What follows belongs to an exercise in optimizing a design on an open flow for small area; a production flow would make more cautious choices. The RTL was checked by simulation tests, not by an equivalence proof against the original design. Power is estimated from default activity; no workload was simulated.

===== config.mk =====
export PLATFORM = sky130hd
export DESIGN_NAME = decode_stage
export DESIGN_NICKNAME = decode_stage
export VERILOG_FILES = /design/flow/design.v
export SDC_FILE = /design/flow/constraint.sdc
export NUM_CORES = 4
export LEC_CHECK = 0
export CAP_MARGIN = 5
export CELL_PAD_IN_SITES_DETAIL_PLACEMENT = 1
export CORE_MARGIN = 2
export CORE_UTILIZATION = 40
export CTS_BUF_LIST = sky130_fd_sc_hd__clkbuf_16
export CTS_CLUSTER_DIAMETER = 80
export CTS_CLUSTER_SIZE = 20
export GPL_TIMING_DRIVEN = 0
export SETUP_SLACK_MARGIN = 0.1
export SLEW_MARGIN = 5
export SYNTH_HIERARCHICAL = 1

===== constraint.sdc =====
create_clock -name core_clock -period 4.0 [get_ports {clk}]
set_input_delay 0.8000 -clock core_clock [delete_from_list [all_inputs] [get_ports {clk}]]
set_output_delay 0.8000 -clock core_clock [all_outputs]
set_load 0.01 [all_outputs]

===== design.v =====
module decode_stage #(
    parameter int XLEN  = 32,
    parameter int NREGS = 32
) (
    input  logic            clk,
    input  logic            rst,
    input  logic [31:0]     InstrD,
    input  logic [XLEN-1:0] PCD,
    input  logic [XLEN-1:0] PCPlus4D,
    input  logic            RegWriteW,
    input  logic [4:0]      RdW,
    input  logic [XLEN-1:0] ResultW,
    input  logic            FlushE,
    input  logic            StallE,
    output logic            RegWriteE,
    output logic [1:0]      ResultSrcE,
    output logic            MemWriteE,
    output logic            JumpE,
    output logic            BranchE,
    output logic [2:0]      ALUControlE,
    output logic            ALUSrcE,
    output logic [XLEN-1:0] RD1E,
    output logic [XLEN-1:0] RD2E,
    output logic [XLEN-1:0] ImmExtE,
    output logic [4:0]      Rs1E,
    output logic [4:0]      Rs2E,
    output logic [4:0]      RdE,
    output logic [XLEN-1:0] PCE,
    output logic [XLEN-1:0] PCPlus4E,
    output logic            IllegalE
);
    localparam logic [6:0] OP_R    = 7'b0110011;
    localparam logic [6:0] OP_IALU = 7'b0010011;
    localparam logic [6:0] OP_LW   = 7'b0000011;
    localparam logic [6:0] OP_SW   = 7'b0100011;
    localparam logic [6:0] OP_BEQ  = 7'b1100011;
    localparam logic [6:0] OP_JAL  = 7'b1101111;
    logic [6:0] opcode_s;
    logic [2:0] funct3_s;
    logic [6:0] funct7_s;
    logic [4:0] rs1_s, rs2_s, rd_s;
    assign opcode_s = InstrD[6:0];
    assign rd_s     = InstrD[11:7];
    assign funct3_s = InstrD[14:12];
    assign rs1_s    = InstrD[19:15];
    assign rs2_s    = InstrD[24:20];
    assign funct7_s = InstrD[31:25];
    localparam int GB = 16;             
    localparam int NG = XLEN / GB;
    localparam int NP = 6;              
    logic exLoadA, exLoadN, exHoldN, nrst, wEnL;
    logic [NG-1:0] exHoldR;             
    logic [NP-1:0] exHoldP, exLoadP;    
    decode_nor3 u_exla (.a(rst), .b(FlushE), .c(StallE), .y(exLoadA));
    decode_or3  u_exln (.a(rst), .b(FlushE), .c(StallE), .y(exLoadN));
    decode_or3  u_exhn (.a(rst), .b(FlushE), .c(~StallE), .y(exHoldN));
    decode_inv  u_nrst (.a(rst), .y(nrst));
    decode_nor2 u_wenl (.a(rst), .b(~RegWriteW), .y(wEnL));
    genvar gi;
    generate
        for (gi = 0; gi < NG; gi++) begin : g_exr
            decode_inv u_h (.a(exHoldN), .y(exHoldR[gi]));
        end
        for (gi = 0; gi < NP; gi++) begin : g_exp
            decode_inv u_h (.a(exHoldN), .y(exHoldP[gi]));
            decode_inv u_l (.a(exLoadN), .y(exLoadP[gi]));
        end
    endgenerate
    logic [3:0] hi1, hi2, whi, whiL;
    logic [7:0] lo1, lo2, wlo;
    decode_pre2 u_hi1  (.a(rs1_s[4:3]), .en(exLoadA),   .y(hi1));
    decode_pre2 u_hi2  (.a(rs2_s[4:3]), .en(exLoadA),   .y(hi2));
    decode_pre2 u_whi  (.a(RdW[4:3]),   .en(RegWriteW), .y(whi));
    decode_pre2 u_whil (.a(RdW[4:3]),   .en(wEnL),      .y(whiL));
    decode_pre3 u_lo1  (.a(rs1_s[2:0]), .y(lo1));
    decode_pre3 u_lo2  (.a(rs2_s[2:0]), .y(lo2));
    decode_pre3 u_wlo  (.a(RdW[2:0]),   .y(wlo));
    logic byp1N, byp2N;
    logic [NG-1:0] byp1, byp2;
    decode_bypn u_byp1 (.rs(rs1_s), .rd(RdW), .we(RegWriteW), .en(exLoadA), .y(byp1N));
    decode_bypn u_byp2 (.rs(rs2_s), .rd(RdW), .we(RegWriteW), .en(exLoadA), .y(byp2N));
    generate
        for (gi = 0; gi < NG; gi++) begin : g_byp
            decode_inv u_b1 (.a(byp1N), .y(byp1[gi]));
            decode_inv u_b2 (.a(byp2N), .y(byp2[gi]));
        end
    endgenerate
    logic [31:1] wRowN, loadN, holdN, sel1N, sel2N;
    logic [31:1][NG-1:0] rfHold;    
    logic [31:1][NG-1:0] rfLoad;    
    logic [31:1][NG-1:0] sel1, sel2;
    logic [31:1][XLEN-1:0] rf;
    logic [31:1][XLEN-1:0] rfNext;
    genvar gr, gq;
    generate
        for (gr = 1; gr < 32; gr++) begin : g_rf
            decode_nand2 u_wrn (.a(whi[gr / 8]),  .b(wlo[gr % 8]), .y(wRowN[gr]));
            decode_nand2 u_ldn (.a(whiL[gr / 8]), .b(wlo[gr % 8]), .y(loadN[gr]));
            decode_nand2 u_hdn (.a(wRowN[gr]),    .b(nrst),        .y(holdN[gr]));
            decode_nand3 u_s1n (.a(hi1[gr / 8]),  .b(lo1[gr % 8]), .c(wRowN[gr]), .y(sel1N[gr]));
            decode_nand3 u_s2n (.a(hi2[gr / 8]),  .b(lo2[gr % 8]), .c(wRowN[gr]), .y(sel2N[gr]));
            for (gq = 0; gq < NG; gq++) begin : g_grp
                decode_inv  u_hold (.a(holdN[gr]), .y(rfHold[gr][gq]));
                decode_inv  u_load (.a(loadN[gr]), .y(rfLoad[gr][gq]));
                decode_inv  u_sel1 (.a(sel1N[gr]), .y(sel1[gr][gq]));
                decode_inv  u_sel2 (.a(sel2N[gr]), .y(sel2[gr][gq]));
                decode_ao22 #(.W(GB)) u_nx (
                    .a1(rf[gr][gq*GB +: GB]), .b1({GB{rfHold[gr][gq]}}),
                    .a2(ResultW[gq*GB +: GB]), .b2({GB{rfLoad[gr][gq]}}),
                    .y(rfNext[gr][gq*GB +: GB])
                );
            end
        end
    endgenerate
    always_ff @(posedge clk) begin
        rf <= rfNext;
    end
    logic [XLEN-1:0] rd1Next, rd2Next;
    genvar gb, gg;
    generate
        for (gb = 0; gb < XLEN; gb++) begin : g_rd
            logic [10:0] n1, n2;
            decode_aoi222 u1_0 (.a({rf[2][gb], rf[1][gb], ResultW[gb]}),
                                .b({sel1[2][gb / GB], sel1[1][gb / GB], byp1[gb / GB]}),
                                .y(n1[0]));
            decode_aoi222 u2_0 (.a({rf[2][gb], rf[1][gb], ResultW[gb]}),
                                .b({sel2[2][gb / GB], sel2[1][gb / GB], byp2[gb / GB]}),
                                .y(n2[0]));
            for (gg = 1; gg < 10; gg++) begin : g_aoi
                decode_aoi222 u1 (.a({rf[3*gg+2][gb], rf[3*gg+1][gb], rf[3*gg][gb]}),
                                  .b({sel1[3*gg+2][gb / GB], sel1[3*gg+1][gb / GB],
                                      sel1[3*gg][gb / GB]}),
                                  .y(n1[gg]));
                decode_aoi222 u2 (.a({rf[3*gg+2][gb], rf[3*gg+1][gb], rf[3*gg][gb]}),
                                  .b({sel2[3*gg+2][gb / GB], sel2[3*gg+1][gb / GB],
                                      sel2[3*gg][gb / GB]}),
                                  .y(n2[gg]));
            end
            decode_aoi222 u1_10 (.a({RD1E[gb], rf[31][gb], rf[30][gb]}),
                                 .b({exHoldR[gb / GB], sel1[31][gb / GB], sel1[30][gb / GB]}),
                                 .y(n1[10]));
            decode_aoi222 u2_10 (.a({RD2E[gb], rf[31][gb], rf[30][gb]}),
                                 .b({exHoldR[gb / GB], sel2[31][gb / GB], sel2[30][gb / GB]}),
                                 .y(n2[10]));
            decode_nand11 c1 (.a(n1), .y(rd1Next[gb]));
            decode_nand11 c2 (.a(n2), .y(rd2Next[gb]));
        end
    endgenerate
    localparam logic [2:0] C_R   = 3'b001;
    localparam logic [2:0] C_I   = 3'b011;
    localparam logic [2:0] C_LW  = 3'b111;
    localparam logic [2:0] C_SW  = 3'b110;
    localparam logic [2:0] C_BEQ = 3'b100;
    localparam logic [2:0] C_JAL = 3'b101;
    localparam logic [2:0] C_ILL = 3'b010;
    logic [2:0] cls_s;
    always_comb begin
        cls_s = C_ILL;
        case (opcode_s)
            OP_R: begin
                if (((funct7_s == 7'b0000000) && (funct3_s != 3'b011)) ||
                    ((funct7_s == 7'b0100000) && (funct3_s == 3'b000)))
                    cls_s = C_R;
            end
            OP_IALU: begin
                if ((funct3_s != 3'b011) &&
                    (((funct3_s != 3'b001) && (funct3_s != 3'b101)) || (funct7_s == 7'b0000000)))
                    cls_s = C_I;
            end
            OP_LW:  if (funct3_s == 3'b010) cls_s = C_LW;
            OP_SW:  if (funct3_s == 3'b010) cls_s = C_SW;
            OP_BEQ: if (funct3_s == 3'b000) cls_s = C_BEQ;
            OP_JAL: cls_s = C_JAL;
            default: cls_s = C_ILL;
        endcase
    end
    logic [2:0]  clsQ;
    logic [6:0]  f7Q;
    logic [2:0]  f3Q;
    logic [XLEN-1:0] pcNext, pc4Next;
    logic        sgnQ, sgn_s;
    logic [28:0] fNext, fNew, fQ;
    assign sgn_s = InstrD[31] & (cls_s[2] | (cls_s[1] & cls_s[0]));
    assign fNew = {sgn_s, cls_s, funct7_s, funct3_s, rs1_s, rs2_s, rd_s};
    assign fQ   = {sgnQ, clsQ, f7Q, f3Q, Rs1E, Rs2E, RdE};
    decode_ao22 #(.W(16)) u_pc0  (.a1(PCE[15:0]), .b1({16{exHoldP[0]}}),
                                  .a2(PCD[15:0]), .b2({16{exLoadP[0]}}), .y(pcNext[15:0]));
    decode_ao22 #(.W(16)) u_pc1  (.a1(PCE[31:16]), .b1({16{exHoldP[1]}}),
                                  .a2(PCD[31:16]), .b2({16{exLoadP[1]}}), .y(pcNext[31:16]));
    decode_ao22 #(.W(16)) u_pc40 (.a1(PCPlus4E[15:0]), .b1({16{exHoldP[2]}}),
                                  .a2(PCPlus4D[15:0]), .b2({16{exLoadP[2]}}), .y(pc4Next[15:0]));
    decode_ao22 #(.W(16)) u_pc41 (.a1(PCPlus4E[31:16]), .b1({16{exHoldP[3]}}),
                                  .a2(PCPlus4D[31:16]), .b2({16{exLoadP[3]}}), .y(pc4Next[31:16]));
    decode_ao22 #(.W(14)) u_f0   (.a1(fQ[13:0]), .b1({14{exHoldP[4]}}),
                                  .a2(fNew[13:0]), .b2({14{exLoadP[4]}}), .y(fNext[13:0]));
    decode_ao22 #(.W(15)) u_f1   (.a1(fQ[28:14]), .b1({15{exHoldP[5]}}),
                                  .a2(fNew[28:14]), .b2({15{exLoadP[5]}}), .y(fNext[28:14]));
    always_ff @(posedge clk) begin
        RD1E     <= rd1Next;
        RD2E     <= rd2Next;
        PCE      <= pcNext;
        PCPlus4E <= pc4Next;
        {sgnQ, clsQ, f7Q, f3Q, Rs1E, Rs2E, RdE} <= fNext;
    end
    function automatic logic [3:0] aluFromFunct3(input logic [2:0] f3);
        case (f3)
            3'b000:  aluFromFunct3 = {1'b1, 3'b000};    
            3'b111:  aluFromFunct3 = {1'b1, 3'b010};    
            3'b110:  aluFromFunct3 = {1'b1, 3'b011};    
            3'b100:  aluFromFunct3 = {1'b1, 3'b100};    
            3'b010:  aluFromFunct3 = {1'b1, 3'b101};    
            3'b001:  aluFromFunct3 = {1'b1, 3'b110};    
            3'b101:  aluFromFunct3 = {1'b1, 3'b111};    
            default: aluFromFunct3 = {1'b0, 3'b000};
        endcase
    endfunction
    logic isR, isI, isLW, isSW, isBEQ, isJAL, immI, anyImm;
    logic [3:0] aluDecQ;
    assign isR    = (clsQ == C_R);
    assign isI    = (clsQ == C_I);
    assign isLW   = (clsQ == C_LW);
    assign isSW   = (clsQ == C_SW);
    assign isBEQ  = (clsQ == C_BEQ);
    assign isJAL  = (clsQ == C_JAL);
    assign immI   = isI | isLW;
    assign anyImm = immI | isSW | isBEQ | isJAL;
    assign aluDecQ = aluFromFunct3(f3Q);
    assign IllegalE   = (clsQ == C_ILL);
    assign RegWriteE  = isR | isI | isLW | isJAL;
    assign ResultSrcE = {isJAL, isLW};
    assign MemWriteE  = isSW;
    assign JumpE      = isJAL;
    assign BranchE    = isBEQ;
    assign ALUSrcE    = immI | isSW;
    assign ALUControlE = ((isR & ~f7Q[5]) | isI) ? aluDecQ[2:0]
                                                : {2'b00, isBEQ | (isR & f7Q[5])};
    assign ImmExtE[31:20] = {12{sgnQ}};
    assign ImmExtE[19:12] = isJAL ? {Rs1E, f3Q} : {8{sgnQ}};
    assign ImmExtE[11]    = ((immI | isSW) & f7Q[6]) | (isBEQ & RdE[0]) | (isJAL & Rs2E[0]);
    assign ImmExtE[10:5]  = {6{anyImm}} & f7Q[5:0];
    assign ImmExtE[4:1]   = ({4{immI | isJAL}} & Rs2E[4:1]) | ({4{isSW | isBEQ}} & RdE[4:1]);
    assign ImmExtE[0]     = (immI & Rs2E[0]) | (isSW & RdE[0]);
endmodule
module decode_aoi222 (
    input  logic [2:0] a,
    input  logic [2:0] b,
    output logic       y
);
    assign y = ~|(a & b);
endmodule
module decode_nand11 (
    input  logic [10:0] a,
    output logic        y
);
    assign y = ~&a;
endmodule
module decode_ao22 #(
    parameter int W = 1
) (
    input  logic [W-1:0] a1,
    input  logic [W-1:0] b1,
    input  logic [W-1:0] a2,
    input  logic [W-1:0] b2,
    output logic [W-1:0] y
);
    assign y = (a1 & b1) | (a2 & b2);
endmodule
module decode_inv (
    input  logic a,
    output logic y
);
    assign y = ~a;
endmodule
module decode_nand2 (
    input  logic a,
    input  logic b,
    output logic y
);
    assign y = ~(a & b);
endmodule
module decode_nand3 (
    input  logic a,
    input  logic b,
    input  logic c,
    output logic y
);
    assign y = ~(a & b & c);
endmodule
module decode_nor2 (
    input  logic a,
    input  logic b,
    output logic y
);
    assign y = ~(a | b);
endmodule
module decode_nor3 (
    input  logic a,
    input  logic b,
    input  logic c,
    output logic y
);
    assign y = ~(a | b | c);
endmodule
module decode_or3 (
    input  logic a,
    input  logic b,
    input  logic c,
    output logic y
);
    assign y = a | b | c;
endmodule
module decode_pre2 (
    input  logic [1:0] a,
    input  logic       en,
    output logic [3:0] y
);
    always_comb begin
        for (int i = 0; i < 4; i++) y[i] = en && (a == 2'(i));
    end
endmodule
module decode_pre3 (
    input  logic [2:0] a,
    output logic [7:0] y
);
    always_comb begin
        for (int i = 0; i < 8; i++) y[i] = (a == 3'(i));
    end
endmodule
module decode_bypn (
    input  logic [4:0] rs,
    input  logic [4:0] rd,
    input  logic       we,
    input  logic       en,
    output logic       y
);
    assign y = ~(en && we && (rd == rs) && (rs != 5'd0));
endmodule

===== flow/run.sh =====
#!/bin/bash
# The standard layout (standard.sh: standard synthesis, floorplan, place,
# CTS, route), with one change: buffer_ports inserts the port buffers as the
# smallest plain buffer cell instead of the delay cell it picks by default.
# Every input and output port still gets its own buffer.
set -euo pipefail
cd "$(dirname "$0")/.."
export BUFFER_PORTS_ARGS="-buffer_cell sky130_fd_sc_hd__buf_1"
bash standard.sh > flow_standard.log 2>&1

===== standard.sh =====
#!/bin/bash
# synth_recipe.tcl (not shown) runs the flow's synth.tcl, then flattens the netlist and writes it again
# the make line also repeats each setting of config.mk as NAME=value (left out here)
make -C /OpenROAD-flow-scripts/flow DESIGN_CONFIG=/design/flow/config.mk WORK_HOME=/design/flow/orfs CLKGATE_MAP_FILE= SYNTH_SCRIPT=/design/flow/synth_recipe.tcl "${@:-finish}"

==> flow_metrics.env, run 1 <==
export IMPL_worstPathArrival_ns=4.43
export IMPL_synth_seq_area_share=0.523
export IMPL_cts_sinks=1149
export IMPL_nets=4315
export IMPL_vdd_drop_max_mv=0.302
export IMPL_period_share=0.968
export IMPL_cp_start_kind="input port"
export IMPL_worst_pin_slew_ns=1.35
export IMPL_grt_use_met3=0.0773
export IMPL_min_path_cells=2
export IMPL_min_path_type="in -> reg"
export IMPL_max_clock_path_buffers=3
export IMPL_drt_wl_total_microns=200000
export IMPL_seqCellArea_sq_um=23000
export IMPL_drv_slew=0
export IMPL_drive_gt1_frac=0.0398
export IMPL_crit_chain="buf_1 > nor3b_1 > nand2_1 > nand3_1 > inv_1 > a222oi_1 > nand4_1 > or3_1"
export IMPL_core_sq_um=109000
export IMPL_synthArstFlopShare=0
export IMPL_synth_area_sq_um=44000
export IMPL_drcViolationCount=0
export IMPL_ant_nets=0
export IMPL_cp_slowest_cell="nor3b_1"
export IMPL_fmax_mhz=258
export IMPL_grt_busiest_layer="met2"
export IMPL_die_y_microns=336
export IMPL_dieArea_sq_um=113000
export IMPL_syn_num_nets=3920
export IMPL_io_buffers=323
export IMPL_gp_congestion=0.990
export IMPL_end_kind="flop"
export IMPL_ios=324
export IMPL_wl_per_cell_microns=35.6
export IMPL_critPathMaxStageDelay_ns=0.91
export IMPL_dpl_instance_area_sq_um=47000
export IMPL_p_per_area_nw_per_um2=408
export IMPL_multi_input_area_sq_um=19800
export IMPL_rr_worst_depth=3
export IMPL_viasPerCell=7.64
export IMPL_grt_met2_usage=0.496
export IMPL_postCtsHoldBufs=0
export IMPL_rsz0062_at_grt="no"
export IMPL_design_area_sq_um=49000
export IMPL_synth_ff_type="dfxtp_1"
export IMPL_tritoncts="yes"
export IMPL_clock_latency_ns=0.68
export IMPL_first_global_vias=41000
export IMPL_synth_cell_type_count=45
export IMPL_n_fill_cell=11800
export IMPL_crit_path_max_fanout=16
export IMPL_clk_pin_slew_worst_paths_ns=0.09
export IMPL_synthCells=3782
export IMPL_area_delta_synth_final_pct=11.4
export IMPL_fin_crit_ns=3.87
export IMPL_synth_common_cells="1149 x dfxtp_1, 1086 x a22o_1, 704 x a222oi_1, 275 x inv_1, 128 x nand4_1"
export IMPL_grt_max_degree=34
export IMPL_grt_overflow=0
export IMPL_hold_viol_final=0
export IMPL_dpl_hpwl_microns=133000
export IMPL_maxSlewHeadroom=0.101
export IMPL_rows=121
export IMPL_setup_viol_count_final=0
export IMPL_final_cells=5612
export IMPL_vias=42900
export IMPL_synth_most_common_cell="dfxtp_1"
export IMPL_grt_pass1_wl_microns=289000
export IMPL_cellLeakagePower_nw=19.4
export IMPL_netlist_area_leader_share=0.523
export IMPL_final_util=0.449
export IMPL_cts_max_level=3
export IMPL_grtUsageTotal=0.339
export IMPL_synth_seq_cells=1149
export IMPL_antenna_found_initial=20
export IMPL_synth_avg_cell_area_sq_um=11.6
export IMPL_crit_type="in -> reg"
export IMPL_firstDrtPassIters=13
export IMPL_status="no timing/DRC/antenna violations"
export IMPL_pre_cts_ws_ns=-0.700
export IMPL_cts_made_buffers=70
export IMPL_whs_ns=0.327
export IMPL_numPlacedInstances=5519
export IMPL_yosysTopAreaCell="dfxtp_1"
export IMPL_synth_edf_count=0
export IMPL_clock_skew_ns=0.0312
export IMPL_use_met1=0.468
export IMPL_required_ns=4.56
export IMPL_drt_iter0_markers=9731
export IMPL_cap_violations=0
export IMPL_die_x_microns=336
export IMPL_ys_warn_count=9
export IMPL_synth_top_cells_by_area="dfxtp_1 52%, a22o_1 22%, a222oi_1 16%, inv_1 2.3%, nand4_1 1.8%"
export IMPL_start_util=0.403
export IMPL_setup_slack_ns=0.128
export IMPL_cts_root_buf="clkbuf_16"
per-stage QoR:
stage               TNS, ns  power (mW)
finish                    0        20.0
global route              0        20.5
CTS                       0        20.0
detailed placement   -27.53        12.8
global placement     -26.54        12.8
floorplan                 0        12.2
placed cells by master (no fill, tap or decap), drive strengths merged, types with 7 or more instances in the layout:
cell type,Yosys,layout
nand2,100,100
a222oi,704,704
dfxtp,1149,1149
buf,17,340
nor3,8,8
inv,275,282
and3b,17,17
nand4,128,128
a21o,8,8
xor2,7,7
a22o,1086,1086
and3,8,8
clkbuf,4,76
nor2,8,8
nand3,126,126
or3,66,66
nor3b,15,15
nor2b,10,10
per-module statistics from Yosys, one instance, submodules excluded, excerpt:
module | area, sq um | copies in the design
decode_aoi222 | 10.0 | 704
decode_inv | 3.75 | 267
decode_nand11 | 23.8 | 64
decode_nand2 | 3.75 | 93
decode_nor2 | 3.75 | 1
decode_nor3 | 10.0 | 1
decode_or3 | 6.26 | 2
decode_pre2 | 37.5 | 4
decode_pre3 | 65.1 | 3
worst paths after layout:
path	end	slack, ns	from
max	RD1E[21]	0.13	RdW[0]
min	PCE[13]	0.33	PCD[13]
max reg2reg	RD1E[30]	2.00	rf[670]
min reg2reg	f7Q[3]	0.49	f7Q[3]
area by class of cell:
class	instances	area share
sequential	1149	0.470
multi-input combinational	2337	0.404
clock buffer	72	0.0368
tap	1414	0.0361
timing repair buffer	323	0.0256
inverter	275	0.0211
clock inverter	15	0.00330
buffer	21	0.00281
antenna	6	0.000307
state kept, by name (all words and copies together) (netlist names):
name,count
RD2E,32
PCE,32
clsQ,3
sgnQ,1
f7Q,7
rf,992
Rs2E,5
PCPlus4E,32
f3Q,3
RD1E,32
Rs1E,5
RdE,5
repair_timing:
action | in CTS | in global routing
setup endpoints to repair | 2 | 42
hold endpoints to repair | 0 | 0
setup buffers | 0 | 0
gates resized for setup | 1 | 1
cell families (layout without fill, tap and decap cells):
| group | after synthesis | after routing | share of synthesized area |
|---|---|---|---|
| multiplexers | 5 | 5 | 0.00125 |
| other | 0 | 6 | 0 |
| XOR/XNOR | 9 | 9 | 0.00179 |
| flip-flops | 1149 | 1149 | 0.523 |
| buffers and inverters | 296 | 706 | 0.0266 |
| AO/OA/AOI/OAI | 1821 | 1821 | 0.382 |
| AND/OR/NAND/NOR | 502 | 502 | 0.0651 |
per-layer routing:
layer | vias to the layer above | routed length, microns
met3 | 511 | 23500
met2 | 3049 | 84700
li1 | 17500 | -
met1 | 21800 | 80400
met5 | - | 90
met4 | 14 | 11000
power by group:
group / switching (mW) / internal (mW) / leakage, nW
combinational: 0.784 / 0.174 / 9.12
clock: 4.08 / 3.35 / 0.966
sequential: 0.0863 / 11.5 / 9.27
total: 4.95 / 15.1 / 19.4
worst max-delay path: cells and delay by family:
| kind | cells | cell delay, ns |
|---|---|---|
| and+or+nand+nor | 5 | 2.31 |
| buffers and inverters | 2 | 0.79 |
| AOI/OAI and AO/OA | 1 | 0.51 |
==> inputs of run 2 (changes only) <==
==> flow/run.sh (replaced) <==
#!/bin/bash
# The standard layout (standard.sh: standard synthesis, floorplan, place,
# CTS, route), with two changes:
#  * buffer_ports inserts the port buffers as the smallest plain buffer cell
#    instead of the delay cell it picks by default (every input and output
#    port still gets its own buffer);
#  * clock tree synthesis clusters up to 20 sinks within 120 um per leaf
#    buffer and adds no dummy loads.
set -euo pipefail
cd "$(dirname "$0")/.."
export BUFFER_PORTS_ARGS="-buffer_cell sky130_fd_sc_hd__buf_1"
export CTS_ARGS="-sink_clustering_enable -repair_clock_nets -sink_clustering_size 20 -sink_clustering_max_diameter 120 -buf_list sky130_fd_sc_hd__clkbuf_16 -dont_use_dummy_load"
bash standard.sh > flow_standard.log 2>&1
==> run 2 against run 1 <==
Largest power group unchanged. Total power shrank 2.8%. Largest cell class unchanged. Worst setup slack gained 0.19 ns. Global-route usage hardly changed.
==> flow_metrics.env, run 2 <==
export IMPL_synthCells=3782
export IMPL_synth_cell_type_count=45
export IMPL_crit_path_max_fanout=16
export IMPL_min_path_type="in -> reg"
export IMPL_p_per_area_nw_per_um2=399
export IMPL_setup_viol_count_final=0
export IMPL_synth_compound_area_frac=0.382
export IMPL_dieArea_sq_um=113000
export IMPL_clk_pin_slew_worst_paths_ns=0.09
export IMPL_drive_gt1_frac=0.0357
export IMPL_final_util=0.447
export IMPL_grt_busiest_layer="met2"
export IMPL_grt_pass1_wl_microns=289000
export IMPL_ys_warn_count=9
export IMPL_largest_register="rf"
export IMPL_maxSlewHeadroom=0.111
export IMPL_fmax_mhz=271
export IMPL_drt_wl_total_microns=200000
export IMPL_cp_start_kind="input port"
export IMPL_required_ns=4.52
export IMPL_status="no timing/DRC/antenna violations"
export IMPL_rsz0062_at_grt="no"
export IMPL_die_x_microns=336
export IMPL_core_sq_um=109000
export IMPL_wl_per_cell_microns=35.7
export IMPL_drt_iter0_markers=9287
export IMPL_crit_type="in -> reg"
export IMPL_drcViolationCount=0
export IMPL_start_util=0.403
export IMPL_hold_viol_final=0
export IMPL_cellLeakagePower_nw=19.2
export IMPL_gp_congestion=0.990
export IMPL_ant_nets=0
export IMPL_cts_max_level=3
export IMPL_grt_overflow=0
export IMPL_cts_sinks=1149
export IMPL_grt_max_degree=34
export IMPL_antenna_found_initial=19
export IMPL_cap_violations=0
export IMPL_nets=4312
export IMPL_netlist_area_leader_share=0.523
export IMPL_yosysTopAreaCell="dfxtp_1"
export IMPL_dpl_hpwl_microns=133000
export IMPL_synth_ff_type="dfxtp_1"
export IMPL_synth_common_cells="1149 x dfxtp_1, 1086 x a22o_1, 704 x a222oi_1, 275 x inv_1, 128 x nand4_1"
export IMPL_whs_ns=0.331
export IMPL_synth_top_family_by_area="compound AO/OA/AOI/OAI gates"
export IMPL_max_clock_path_buffers=3
export IMPL_fin_crit_ns=3.68
export IMPL_worstPathArrival_ns=4.20
export IMPL_synth_seq_area_share=0.523
export IMPL_largest_reg_flops=992
export IMPL_firstDrtPassIters=14
export IMPL_rows=121
export IMPL_use_met1=0.464
export IMPL_vdd_drop_max_mv=0.393
export IMPL_crit_buf_inv=2
export IMPL_first_global_vias=40900
export IMPL_critPathMaxStageDelay_ns=0.73
export IMPL_crit_family="simple AND/OR/NAND/NOR gates"
export IMPL_cp_slowest_cell="nor3b_2"
export IMPL_synthSimpleGateAreaFrac=0.0651
export IMPL_final_cell_mix="1149 x dfxtp_1, 1086 x a22o_1, 704 x a222oi_1, 291 x buf_1, 275 x inv_1"
export IMPL_tritoncts="yes"
export IMPL_viasPerCell=7.63
export IMPL_fin_total_pwr_mw=19.5
export IMPL_end_kind="flop"
export IMPL_ios=324
export IMPL_synthAdderAreaFrac=0
export IMPL_finalSetupTns_ns=0
export IMPL_rr_startpoint="rf[670]"
export IMPL_clock_latency_ns=0.68
export IMPL_synth_xor_area_frac=0.00179
export IMPL_postCtsHoldBufs=0
export IMPL_period_share=0.921
export IMPL_grtUsageTotal=0.339
export IMPL_synth_top_cells_by_area="dfxtp_1 52%, a22o_1 22%, a222oi_1 16%, inv_1 2.3%, nand4_1 1.8%"
export IMPL_die_y_microns=336
export IMPL_clock_skew_ns=0.0592
export IMPL_grt_met2_usage=0.505
export IMPL_synth_avg_cell_area_sq_um=11.6
export IMPL_hold_start="PCD[31]"
export IMPL_drv_slew=0
export IMPL_syn_num_nets=3920
export IMPL_startpoint="RdW[2]"
export IMPL_worst_pin_slew_ns=1.33
export IMPL_io_buffers=323
export IMPL_cts_root_buf="clkbuf_16"
export IMPL_cts_made_buffers=67
export IMPL_synth_most_common_cell="dfxtp_1"
export IMPL_area_delta_synth_final_pct=10.8
export IMPL_vias=42700
export IMPL_synthArstFlopShare=0
export IMPL_final_common_cell="dfxtp_1"
export IMPL_synth_area_sq_um=44000
export IMPL_synth_seq_cells=1149
export IMPL_post_cts_repair_setup_buffers=0
export IMPL_synth_edf_count=0
export IMPL_synthMuxAreaShare=0.00125
export IMPL_grt_use_met3=0.0820
export IMPL_crit_chain="buf_1 > nor3b_2 > nand2_1 > nand3_1 > inv_1 > a222oi_1 > nand4_1 > or3_1"
==> run 2: changes by cell type in the layout (fill, tap and decap cells not counted) <==
cell	previous run	this run
clkinv_8	2	0
nor3b_2	6	7
inv_12	1	0
clkbuf_16	72	67
inv_6	3	0
bufinv_16	1	0
nor3b_1	9	8
clkinvlp_4	2	0
inv_8	2	0
inv_1	276	275
diode_2	6	12
clkinv_2	3	0
==> run 2: timing repair <==
item / 4_1_cts / 5_1_grt
hold endpoints to repair: 0 / 0
pin swaps: 0 / 0
setup endpoints to repair: 6 / 45
gates resized for setup: 1 / 2
==> run 2: per-module statistics from Yosys (local to each module, per instance), excerpt <==
module | cell area (sq um) | flip-flops and latches
decode_aoi222 | 10.0 | 0
decode_bypn | 88.8 | 0
decode_inv | 3.75 | 0
decode_nand11 | 23.8 | 0
decode_nand2 | 3.75 | 0
decode_nand3 | 5.00 | 0
decode_nor2 | 3.75 | 0
decode_nor3 | 10.0 | 0
decode_or3 | 6.26 | 0
decode_pre2 | 37.5 | 0
decode_pre3 | 65.1 | 0
decode_stage | 23700 | 1149
==> run 2: worst reg2reg max path: cells and delay by family, from the launching register on <==
kind	cells	cell delay, ns
compound gates	1	0.62
flops	1	0.33
simple gates	2	0.94
==> run 2: cell type report <==
| class | instances | area (sq um) |
|---|---|---|
| repair buffers | 323 | 1250 |
| fillers | 11800 | 60300 |
| plain buffers | 21 | 138 |
| inverters | 275 | 1030 |
| multi-input cells | 2337 | 19800 |
| flip-flops and latches | 1149 | 23000 |
| diodes | 12 | 30.0 |
| clock buffers | 67 | 1680 |
| well taps | 1414 | 1770 |
==> run 2: worst paths after layout <==
kind / endpoint / slack [ns] / cells after the start
worst max register to register: RD1E[30] / 2.01 / 3
worst min-delay path: PCE[31] / 0.33 / 2
worst min register to register: f7Q[3] / 0.49 / 1
worst max-delay path: RD1E[7] / 0.32 / 8
==> run 2: kinds of logic (layout without fill, tap and decap cells) <==
kind of cell | count (synthesis) | count (layout)
other cells | 0 | 12
xor+xnor | 9 | 9
simple gates | 502 | 502
flops | 1149 | 1149
mux | 5 | 5
buf+inv | 296 | 686
compound gates | 1821 | 1821
==> run 2: power breakdown <==
part | switching (mW) | total, mW | internal, mW
registers | 0.0866 | 11.6 | 11.5
logic | 0.785 | 0.960 | 0.175
clock network | 3.88 | 6.87 | 3.00
total | 4.75 | 19.5 | 14.7
==> run 2: routing by layer <==
| layer | part of all wire | vias to the layer above |
|---|---|---|
| met5 | 0.00038 | - |
| met4 | 0.047 | 12 |
| met3 | 0.12 | 471 |
| met2 | 0.43 | 2937 |
| met1 | 0.41 | 21800 |
| li1 | - | 17500 |
==> run 2: metrics by stage <==
| step | setup WS, ns | area, sq um | instances |
|---|---|---|---|
| global route | 0.323 | 48700 | 5586 |
| CTS | 0.162 | 48700 | 5586 |
| floorplan | 1.33 | 44000 | 3782 |
| detailed placement | -0.700 | 47000 | 5519 |
| global placement | -0.617 | 47000 | 5519 |
| finish | 0.316 | 48700 | 5598 |
==> inputs of run 3 (changes only) <==
--- a/design.v
+++ b/design.v
@@ -76,14 +76,4 @@
     decode_pre3 u_lo2  (.a(rs2_s[2:0]), .y(lo2));
     decode_pre3 u_wlo  (.a(RdW[2:0]),   .y(wlo));
-    logic byp1N, byp2N;
-    logic [NG-1:0] byp1, byp2;
-    decode_bypn u_byp1 (.rs(rs1_s), .rd(RdW), .we(RegWriteW), .en(exLoadA), .y(byp1N));
-    decode_bypn u_byp2 (.rs(rs2_s), .rd(RdW), .we(RegWriteW), .en(exLoadA), .y(byp2N));
-    generate
-        for (gi = 0; gi < NG; gi++) begin : g_byp
-            decode_inv u_b1 (.a(byp1N), .y(byp1[gi]));
-            decode_inv u_b2 (.a(byp2N), .y(byp2[gi]));
-        end
-    endgenerate
     logic [31:1] wRowN, loadN, holdN, sel1N, sel2N;
     logic [31:1][NG-1:0] rfHold;    
@@ -98,6 +88,6 @@
             decode_nand2 u_ldn (.a(whiL[gr / 8]), .b(wlo[gr % 8]), .y(loadN[gr]));
             decode_nand2 u_hdn (.a(wRowN[gr]),    .b(nrst),        .y(holdN[gr]));
-            decode_nand3 u_s1n (.a(hi1[gr / 8]),  .b(lo1[gr % 8]), .c(wRowN[gr]), .y(sel1N[gr]));
-            decode_nand3 u_s2n (.a(hi2[gr / 8]),  .b(lo2[gr % 8]), .c(wRowN[gr]), .y(sel2N[gr]));
+            decode_nand2 u_s1n (.a(hi1[gr / 8]),  .b(lo1[gr % 8]), .y(sel1N[gr]));
+            decode_nand2 u_s2n (.a(hi2[gr / 8]),  .b(lo2[gr % 8]), .y(sel2N[gr]));
             for (gq = 0; gq < NG; gq++) begin : g_grp
                 decode_inv  u_hold (.a(holdN[gr]), .y(rfHold[gr][gq]));
@@ -121,26 +111,20 @@
         for (gb = 0; gb < XLEN; gb++) begin : g_rd
             logic [10:0] n1, n2;
-            decode_aoi222 u1_0 (.a({rf[2][gb], rf[1][gb], ResultW[gb]}),
-                                .b({sel1[2][gb / GB], sel1[1][gb / GB], byp1[gb / GB]}),
-                                .y(n1[0]));
-            decode_aoi222 u2_0 (.a({rf[2][gb], rf[1][gb], ResultW[gb]}),
-                                .b({sel2[2][gb / GB], sel2[1][gb / GB], byp2[gb / GB]}),
-                                .y(n2[0]));
-            for (gg = 1; gg < 10; gg++) begin : g_aoi
-                decode_aoi222 u1 (.a({rf[3*gg+2][gb], rf[3*gg+1][gb], rf[3*gg][gb]}),
-                                  .b({sel1[3*gg+2][gb / GB], sel1[3*gg+1][gb / GB],
-                                      sel1[3*gg][gb / GB]}),
+            for (gg = 0; gg < 10; gg++) begin : g_aoi
+                decode_aoi222 u1 (.a({rfNext[3*gg+3][gb], rfNext[3*gg+2][gb], rfNext[3*gg+1][gb]}),
+                                  .b({sel1[3*gg+3][gb / GB], sel1[3*gg+2][gb / GB],
+                                      sel1[3*gg+1][gb / GB]}),
                                   .y(n1[gg]));
-                decode_aoi222 u2 (.a({rf[3*gg+2][gb], rf[3*gg+1][gb], rf[3*gg][gb]}),
-                                  .b({sel2[3*gg+2][gb / GB], sel2[3*gg+1][gb / GB],
-                                      sel2[3*gg][gb / GB]}),
+                decode_aoi222 u2 (.a({rfNext[3*gg+3][gb], rfNext[3*gg+2][gb], rfNext[3*gg+1][gb]}),
+                                  .b({sel2[3*gg+3][gb / GB], sel2[3*gg+2][gb / GB],
+                                      sel2[3*gg+1][gb / GB]}),
                                   .y(n2[gg]));
             end
-            decode_aoi222 u1_10 (.a({RD1E[gb], rf[31][gb], rf[30][gb]}),
-                                 .b({exHoldR[gb / GB], sel1[31][gb / GB], sel1[30][gb / GB]}),
-                                 .y(n1[10]));
-            decode_aoi222 u2_10 (.a({RD2E[gb], rf[31][gb], rf[30][gb]}),
-                                 .b({exHoldR[gb / GB], sel2[31][gb / GB], sel2[30][gb / GB]}),
-                                 .y(n2[10]));
+            decode_aoi22 u1_10 (.a({RD1E[gb], rfNext[31][gb]}),
+                                .b({exHoldR[gb / GB], sel1[31][gb / GB]}),
+                                .y(n1[10]));
+            decode_aoi22 u2_10 (.a({RD2E[gb], rfNext[31][gb]}),
+                                .b({exHoldR[gb / GB], sel2[31][gb / GB]}),
+                                .y(n2[10]));
             decode_nand11 c1 (.a(n1), .y(rd1Next[gb]));
             decode_nand11 c2 (.a(n2), .y(rd2Next[gb]));
@@ -327,11 +311,9 @@
     end
 endmodule
-module decode_bypn (
-    input  logic [4:0] rs,
-    input  logic [4:0] rd,
-    input  logic       we,
-    input  logic       en,
+module decode_aoi22 (
+    input  logic [1:0] a,
+    input  logic [1:0] b,
     output logic       y
 );
-    assign y = ~(en && we && (rd == rs) && (rs != 5'd0));
+    assign y = ~|(a & b);
 endmodule
--- a/config.mk
+++ b/config.mk
@@ -11,8 +11,8 @@
 export CORE_UTILIZATION = 40
 export CTS_BUF_LIST = sky130_fd_sc_hd__clkbuf_16
-export CTS_CLUSTER_DIAMETER = 80
+export CTS_CLUSTER_DIAMETER = 120
 export CTS_CLUSTER_SIZE = 20
 export GPL_TIMING_DRIVEN = 0
-export SETUP_SLACK_MARGIN = 0.1
+export SETUP_SLACK_MARGIN = 0.25
 export SLEW_MARGIN = 5
 export SYNTH_HIERARCHICAL = 1
==> run 3 against run 2 <==
Still clean. Global-route usage is 0.95 points lower. Combinational power hardly changed. Register-to-register slack worse by 0.22 ns. Die area is 0.25% lower. Count of clock-buffer cells in the layout stayed put. First-iteration DRC count is 6.0% lower. Largest cell class unchanged.
==> flow_metrics.env, run 3 <==
export IMPL_clk_pin_slew_worst_paths_ns=0.10
export IMPL_cp_start_kind="input port"
export IMPL_die_x_microns=335
export IMPL_rows=121
export IMPL_vdd_drop_max_mv=0.265
export IMPL_dpl_hpwl_microns=127000
export IMPL_ys_warn_count=9
export IMPL_wl_per_cell_microns=35.1
export IMPL_post_cts_repair_setup_buffers=0
export IMPL_first_global_vias=40500
export IMPL_final_util=0.447
export IMPL_io_buffers=323
export IMPL_rsz0062_at_grt="no"
export IMPL_syn_num_nets=3894
export IMPL_maxSlewHeadroom=0.154
export IMPL_fin_crit_ns=3.68
export IMPL_crit_type="in -> reg"
export IMPL_drcViolationCount=0
export IMPL_cts_max_level=3
export IMPL_required_ns=4.56
export IMPL_synth_cell_type_count=43
export IMPL_rrSetupSlack_ns=1.79
export IMPL_synthCells=3756
export IMPL_synth_top_cells_by_area="dfxtp_1 52%, a22o_1 22%, a222oi_1 15%, inv_1 2.3%, a22oi_2 1.8%"
export IMPL_drt_wl_total_microns=195000
export IMPL_period_share=0.920
export IMPL_numPlacedInstances=5495
export IMPL_final_cells=5565
export IMPL_final_cell_mix="1149 x dfxtp_1, 1086 x a22o_1, 640 x a222oi_1, 291 x buf_1, 267 x inv_1"
export IMPL_synthArstFlopShare=0
export IMPL_viasPerCell=7.54
export IMPL_max_clock_path_buffers=3
export IMPL_antenna_found_initial=10
export IMPL_synth_edf_count=0
export IMPL_cellLeakagePower_nw=19.1
export IMPL_multi_input_area_sq_um=19700
export IMPL_rr_worst_depth=4
export IMPL_grtUsageTotal=0.330
export IMPL_ant_nets=0
export IMPL_clock_latency_ns=0.67
export IMPL_grt_use_met3=0.0667
export IMPL_cts_made_buffers=67
export IMPL_min_path_type="in -> reg"
export IMPL_final_common_cell="dfxtp_1"
export IMPL_synth_seq_area_share=0.524
export IMPL_p_per_area_nw_per_um2=400
export IMPL_yosysTopAreaCell="dfxtp_1"
export IMPL_cts_root_buf="clkbuf_16"
export IMPL_worst_pin_slew_ns=1.27
export IMPL_synth_common_cells="1149 x dfxtp_1, 1086 x a22o_1, 640 x a222oi_1, 269 x inv_1, 160 x nand2_1"
export IMPL_start_util=0.403
export IMPL_core_sq_um=109000
export IMPL_synth_area_sq_um=43900
export IMPL_area_delta_synth_final_pct=10.9
export IMPL_dpl_instance_area_sq_um=46900
export IMPL_largest_reg_flops=992
export IMPL_fmax_mhz=272
export IMPL_end_kind="flop"
export IMPL_grt_busiest_layer="met2"
export IMPL_synth_ff_type="dfxtp_1"
export IMPL_fin_total_pwr_mw=19.5
export IMPL_grt_met2_usage=0.493
export IMPL_min_path_cells=2
export IMPL_grt_overflow=0
export IMPL_grt_pass1_wl_microns=281000
export IMPL_use_met1=0.444
export IMPL_netlist_area_leader_share=0.524
export IMPL_synth_avg_cell_area_sq_um=11.7
export IMPL_cap_violations=0
export IMPL_design_area_sq_um=48600
export IMPL_firstDrtPassIters=13
export IMPL_drive_gt1_frac=0.0511
export IMPL_drv_slew=0
export IMPL_status="no timing/DRC/antenna violations"
export IMPL_worstPathArrival_ns=4.24
export IMPL_gp_congestion=0.967
export IMPL_clock_skew_ns=0.0470
export IMPL_cts_sinks=1149
export IMPL_vias=42000
export IMPL_seqCellArea_sq_um=23000
export IMPL_die_y_microns=335
export IMPL_n_fill_cell=11700
export IMPL_crit_path_max_fanout=16
export IMPL_setup_viol_count_final=0
export IMPL_grt_max_degree=32
export IMPL_dieArea_sq_um=112000
export IMPL_synth_seq_cells=1149
export IMPL_nets=4288
export IMPL_tritoncts="yes"
export IMPL_postCtsHoldBufs=0
export IMPL_ios=324
export IMPL_hold_viol_final=0
export IMPL_largest_register="rf"
export IMPL_synth_most_common_cell="dfxtp_1"
export IMPL_drt_iter0_markers=8726
## run 3: cell count changes in the layout (fill, tap and decap cells not counted), moves of 6 or more
cell / change
a22oi_2: +64
inv_1: -8
a222oi_1: -64
nand3_1: -62
nand2_1: +60
diode_2: -9
xor2_1: -6
## run 3: critical path: stages
cell and delay, ns:
buf_1 0.27, nor3b_2 0.69, nand2_1 0.12, nand2_1 0.16
inv_1 0.33, a22o_1 0.34, a222oi_1 0.66, nand4_1 0.42
or3_1 0.45
## run 3: path summary, 6_finish.rpt
kind                  end     from
setup / recovery  RD2E[1]   RdW[2]
hold / removal    PCE[22]  PCD[22]
setup reg to reg  RD2E[1]  rf[865]
hold reg to reg    PCE[3]   PCE[3]
## run 3: cell families after synthesis
logic type,count (synthesis),synth area share
flip-flops,1149,0.524
buffers and inverters,290,0.0262
multiplexers,5,0.00126
AND/OR/NAND/NOR,494,0.0622
XOR/XNOR,1,0.000200
AO/OA/AOI/OAI,1817,0.386
## run 3: per-module statistics from Yosys, one instance, submodules excluded, a selection
module / cell area (sq um) / cells / copies in the design / flip-flops and latches
decode_aoi22: 12.5 / 1 / 64 / 0
decode_aoi222: 10.0 / 1 / 640 / 0
decode_inv: 3.75 / 1 / 263 / 0
decode_nand11: 23.8 / 4 / 64 / 0
decode_nand2: 3.75 / 1 / 155 / 0
decode_nor2: 3.75 / 1 / 1 / 0
decode_nor3: 10.0 / 1 / 1 / 0
decode_or3: 6.26 / 1 / 2 / 0
decode_pre2: 37.5 / 4 / 4 / 0
decode_pre3: 65.1 / 8 / 3 / 0
decode_stage: 23700 / 1249 / 1 / 1149
## run 3: what timing repair did
action,CTS,global route
pin swaps,0,0
gates cloned,0,0
resized for setup,2,2
endpoints found under the hold margin,0,0
endpoints found under the setup margin,35,60
## run 3: cell type report
class	instances	share of cell area
Antenna cell	3	0.000154
Buffer	21	0.00283
Clock buffer	67	0.0345
Inverter	269	0.0208
Multi-Input combinational cell	2317	0.406
Sequential cell	1149	0.473
Tap cell	1414	0.0364
Timing Repair Buffer	325	0.0266
## run 3: routing by layer
metal,up-vias,share of wire
li1,17200,-
met1,21400,0.40
met2,2857,0.44
met3,524,0.11
met4,8,0.059
met5,-,0.00025
## run 3: through the flow
step | setup TNS (ns) | worst slack, ns | hold WS [ns]
floorplan | 0 | 1.16 | 0.448
global placement | -22.84 | -0.530 | 0.465
detailed placement | -29.84 | -0.612 | 0.468
CTS | 0 | 0.324 | 0.298
global route | 0 | 0.290 | 0.308
finish | 0 | 0.319 | 0.325
## run 3: power breakdown
| group | switching [mW] | internal, mW | leakage, nW |
|---|---|---|---|
| Clock | 3.93 | 3.00 | 0.826 |
| Sequential | 0.0439 | 11.5 | 9.27 |
| Combinational | 0.789 | 0.173 | 9.01 |
==> inputs of run 4 (changes only) <==
--- a/design.v
+++ b/design.v
@@ -110,5 +110,6 @@
     generate
         for (gb = 0; gb < XLEN; gb++) begin : g_rd
-            logic [10:0] n1, n2;
+            logic [9:0] n1, n2;
+            logic       p1, p2;
             for (gg = 0; gg < 10; gg++) begin : g_aoi
                 decode_aoi222 u1 (.a({rfNext[3*gg+3][gb], rfNext[3*gg+2][gb], rfNext[3*gg+1][gb]}),
@@ -121,12 +122,10 @@
                                   .y(n2[gg]));
             end
-            decode_aoi22 u1_10 (.a({RD1E[gb], rfNext[31][gb]}),
-                                .b({exHoldR[gb / GB], sel1[31][gb / GB]}),
-                                .y(n1[10]));
-            decode_aoi22 u2_10 (.a({RD2E[gb], rfNext[31][gb]}),
-                                .b({exHoldR[gb / GB], sel2[31][gb / GB]}),
-                                .y(n2[10]));
-            decode_nand11 c1 (.a(n1), .y(rd1Next[gb]));
-            decode_nand11 c2 (.a(n2), .y(rd2Next[gb]));
+            decode_ao22 u1_10 (.a1(RD1E[gb]), .b1(exHoldR[gb / GB]),
+                               .a2(rfNext[31][gb]), .b2(sel1[31][gb / GB]), .y(p1));
+            decode_ao22 u2_10 (.a1(RD2E[gb]), .b1(exHoldR[gb / GB]),
+                               .a2(rfNext[31][gb]), .b2(sel2[31][gb / GB]), .y(p2));
+            decode_rdor c1 (.n(n1), .p(p1), .y(rd1Next[gb]));
+            decode_rdor c2 (.n(n2), .p(p2), .y(rd2Next[gb]));
         end
     endgenerate
@@ -233,9 +232,10 @@
     assign y = ~|(a & b);
 endmodule
-module decode_nand11 (
-    input  logic [10:0] a,
-    output logic        y
+module decode_rdor (
+    input  logic [9:0] n,
+    input  logic       p,
+    output logic       y
 );
-    assign y = ~&a;
+    assign y = ~&n | p;
 endmodule
 module decode_ao22 #(
@@ -311,9 +311,2 @@
     end
 endmodule
-module decode_aoi22 (
-    input  logic [1:0] a,
-    input  logic [1:0] b,
-    output logic       y
-);
-    assign y = ~|(a & b);
-endmodule
--- a/config.mk
+++ b/config.mk
@@ -9,5 +9,5 @@
 export CELL_PAD_IN_SITES_DETAIL_PLACEMENT = 1
 export CORE_MARGIN = 2
-export CORE_UTILIZATION = 40
+export CORE_UTILIZATION = 50
 export CTS_BUF_LIST = sky130_fd_sc_hd__clkbuf_16
 export CTS_CLUSTER_DIAMETER = 120
==> run 4 against run 3 <==
Synthesized area decreased by 0.18%. Clock power decreased by 1%. Non-clock buffer count increased by 9. Via count about the same. Sequential share of layout area increased by 0.30 points. Routed wire length decreased by 0.19%. Final cell count decreased by 4.5%. Sequential cell count unchanged. Total power decreased by 0.36%. Maximum frequency decreased by 5.0%. Global-route usage increased by 8.4 points. Critical path type unchanged. Largest cell class unchanged. Highest routed layer unchanged.
==> flow_metrics.env, run 4 <==
export IMPL_synthAdderAreaFrac=0
export IMPL_synthArstFlopShare=0
export IMPL_synth_avg_cell_area_sq_um=11.7
export IMPL_switching_share=0.242
export IMPL_clock_latency_ns=0.66
export IMPL_rsz0062_at_grt="no"
export IMPL_area_delta_synth_final_pct=10.4
export IMPL_ant_nets=0
export IMPL_dpl_hpwl_microns=126000
export IMPL_io_buffers=323
export IMPL_hold_start="PCD[3]"
export IMPL_crit_path_max_fanout=16
export IMPL_required_ns=4.57
export IMPL_fmax_mhz=258
export IMPL_synth_top_family_by_area="compound AO/OA/AOI/OAI gates"
export IMPL_cts_max_level=3
export IMPL_synth_xor_area_frac=0.000200
export IMPL_finalSetupTns_ns=0
export IMPL_ys_warn_count=9
export IMPL_synth_most_common_cell="a22o_1"
export IMPL_synth_ff_type="dfxtp_1"
export IMPL_syn_num_nets=3894
export IMPL_cp_start_kind="input port"
export IMPL_antenna_found_initial=13
export IMPL_fin_crit_ns=3.87
export IMPL_viasPerCell=7.90
export IMPL_die_y_microns=300
export IMPL_synthMuxAreaShare=0.00126
export IMPL_synth_seq_cells=1149
export IMPL_hold_viol_final=0
export IMPL_rr_startpoint="rf[582]"
export IMPL_wl_per_cell_microns=36.7
export IMPL_min_path_type="in -> reg"
export IMPL_synth_cell_type_count=41
export IMPL_synth_compound_area_frac=0.381
export IMPL_vias=42000
export IMPL_crit_chain="clkdlybuf4s18_2 > nor3_2 > nor3b_2 > nand2_1 > inv_1 > a222oi_1 > nand4_1 > or3_1"
export IMPL_cts_made_buffers=67
export IMPL_netlist_area_leader_share=0.525
export IMPL_clock_skew_ns=0.0426
export IMPL_largest_register="rf"
export IMPL_period_share=0.968
export IMPL_switching_power_mw=4.69
export IMPL_pwr_share_comb=0.050
export IMPL_status="no timing/DRC/antenna violations"
export IMPL_numPlacedInstances=5234
export IMPL_setup_slack_ns=0.127
export IMPL_cap_violations=0
export IMPL_max_clock_path_buffers=3
export IMPL_synthSimpleGateAreaFrac=0.0659
export IMPL_drcViolationCount=0
export IMPL_rrSetupSlack_ns=1.46
export IMPL_worst_pin_slew_ns=1.32
export IMPL_nets=4298
export IMPL_maxSlewHeadroom=0.119
export IMPL_grt_overflow=0
export IMPL_crit_type="in -> reg"
export IMPL_gp_congestion=0.958
export IMPL_drt_iter0_markers=9298
export IMPL_cp_slowest_cell="nor3b_2"
export IMPL_synth_seq_area_share=0.525
export IMPL_clockPowerShare=0.353
export IMPL_synthCells=3756
export IMPL_grt_pass1_wl_microns=280000
export IMPL_firstDrtPassIters=13
export IMPL_pre_cts_ws_ns=-0.788
export IMPL_largest_reg_flops=992
export IMPL_holdPathEnd="PCE[3]"
export IMPL_start_util=0.505
export IMPL_p_per_area_nw_per_um2=401
export IMPL_drive_gt1_frac=0.0394
export IMPL_p_int_mw=14.7
export IMPL_clk_pin_slew_worst_paths_ns=0.08
export IMPL_cts_root_buf="clkbuf_16"
export IMPL_tritoncts="yes"
export IMPL_worstPathArrival_ns=4.44
export IMPL_min_path_cells=2
export IMPL_synth_edf_count=0
export IMPL_final_common_cell="a22o_1"
export IMPL_dieArea_sq_um=89900
export IMPL_drv_slew=0
export IMPL_synth_area_sq_um=43800
export IMPL_postCtsHoldBufs=0
export IMPL_drt_wl_total_microns=195000
export IMPL_synth_common_cells="1150 x a22o_1, 1149 x dfxtp_1, 640 x a222oi_1, 269 x inv_1, 160 x nand2_1"
export IMPL_end_kind="flop"
export IMPL_cts_sinks=1149
export IMPL_critPathMaxStageDelay_ns=0.67
export IMPL_worstReg2RegEnd="RD1E[6]"
export IMPL_ios=324
export IMPL_vdd_drop_max_mv=0.365
export IMPL_core_sq_um=86800
export IMPL_fin_total_pwr_mw=19.4
export IMPL_cellLeakagePower_nw=19.2
export IMPL_p_seq_frac=0.597
export IMPL_setup_viol_count_final=0
export IMPL_rows=108
export IMPL_first_global_vias=40100
export IMPL_yosysTopAreaCell="dfxtp_1"
export IMPL_final_cell_mix="1150 x a22o_1, 1149 x dfxtp_1, 640 x a222oi_1, 288 x buf_1, 265 x inv_1"
export IMPL_synth_top_cells_by_area="dfxtp_1 53%, a22o_1 23%, a222oi_1 15%, inv_1 2.3%, nand4_1 1.8%"
export IMPL_die_x_microns=300
export IMPL_rr_worst_depth=4
export IMPL_final_cells=5317
export IMPL_grt_max_degree=33
export IMPL_grtUsageTotal=0.414
export IMPL_final_util=0.557
[run 4: cell count changes after synthesis]
cell and delta:
a22o_1 +64, a22oi_2 -64, nand3b_1 +64, nand3_1 -64
[run 4: critical path: cells and delay by family]
family	cells	cell delay, ns
AO/OA/AOI/OAI	1	0.29
buffers and inverters	2	1.00
AND/OR/NAND/NOR	5	2.31
[run 4: layer usage]
layer,wire length [microns],vias to the layer above,global-route usage
met5,240,-,0.00529
met4,14000,14,0.264
met3,21200,564,0.0994
met2,83400,2910,0.612
met1,76300,21200,0.543
li1,-,17300,-
[run 4: metrics by stage]
step / cell area (sq um) / hold slack, ns
floorplan: 43800 / 0.448
global placement: 46400 / 0.461
detailed placement: 46500 / 0.469
CTS: 48200 / 0.324
global route: 48300 / 0.349
finish: 48300 / 0.345
[run 4: power by group through the flow]
stage	clock network (mW)	registers, mW	logic (mW)
after detailed placement	0	11.8	0.919
final	6.85	11.6	0.970
after global routing	7.28	11.6	0.992
after global placement	0	11.8	0.897
after floorplan	0	11.8	0.344
after CTS	6.89	11.6	0.926
[run 4: worst max-delay path by stage]
stage | startpoint | to | slack, ns | cells past startpoint
after floorplan | RdW[2] | RD1E[0] | 1.16 | 8
after global placement | RdW[0] | RD2E[24] | -0.89 | 9
after detailed placement | rst | RD1E[24] | -0.79 | 8
after CTS | RdW[2] | RD2E[27] | 0.26 | 9
after global routing | RdW[1] | RD1E[6] | 0.25 | 9
final | rst | RD2E[24] | 0.13 | 8
[run 4: what timing repair did]
action	4_1_cts	5_1_grt
setup buffers	3	8
endpoints found under the setup margin	58	38
resized for setup	7	10
pin swaps	0	3
cloned	1	0
[run 4: per-module statistics from Yosys (local to each module, per instance), a selection]
| module | cells inside | times used | flops+latches |
|---|---|---|---|
| decode_ao22 | 1 | 64 | 0 |
| decode_aoi222 | 1 | 640 | 0 |
| decode_inv | 1 | 263 | 0 |
| decode_nand2 | 1 | 155 | 0 |
| decode_nor2 | 1 | 1 | 0 |
| decode_or3 | 1 | 2 | 0 |
| decode_pre2 | 4 | 4 | 0 |
| decode_pre3 | 8 | 3 | 0 |
| decode_rdor | 4 | 64 | 0 |
| decode_stage | 1249 | 1 | 1149 |
[run 4: logic make-up after synthesis]
group	after synthesis
and+or+nand+nor	494
DFF	1149
muxes	5
buffers and inverters	290
AOI/OAI and AO/OA	1817
xor gates and xnor gates	1
[run 4: cell type report]
class / instances / area, sq um
fillers: 9187 / 38400
inverters: 269 / 1020
repair inverters: 1 / 7.51
repair buffers: 334 / 1340
clock buffers: 67 / 1680
flip-flops and latches: 1149 / 23000
multi-input cells: 2317 / 19700
plain buffers: 21 / 138
well taps: 1155 / 1450
diodes: 4 / 10.0

[separate check: timing with driven ports]
How much do the figures lean on ideal ports? The routed layouts below were timed once more, with nothing changed but the port constraints.
Step 1 sets driving cells, clkbuf_16 on the clock port and buf_2 on the other inputs (assumed; they add their load-dependent delay and slew).
Step 2 adds t to the input delays and takes it off the output delays; t is the mean of the earliest and latest rising clock arrival at the registers after step 1. Input paths then give back, and output paths get back, about the clock's delay inside the block.
Slacks: ideal ports / drivers / drivers and shift; pairs: ideal ports / drivers.
| run | shift t [ns] | setup slack, ns | hold slack, ns | worst setup path at the end | latest minus earliest clock arrival (ns) |
|---|---|---|---|---|---|
| run 1 | 0.738 | 0.128 / 0.061 / -0.677 | 0.327 / 0.283 / 0.488 | input to register | 0.042 / 0.041 |
| run 2 | 0.732 | 0.316 / 0.244 / -0.488 | 0.331 / 0.286 / 0.486 | input to register | 0.087 / 0.087 |
| run 3 | 0.732 | 0.319 / 0.240 / -0.493 | 0.325 / 0.271 / 0.488 | input to register | 0.061 / 0.061 |
| run 4 | 0.712 | 0.127 / 0.167 / -0.545 | 0.345 / 0.290 / 0.486 | input to register | 0.047 / 0.048 |
Met with ideal ports but missed after step 2: setup timing in every run listed. The setup slack of run 3, which loses most, moves by -0.079 ns with the drivers and by -0.812 ns with both steps.
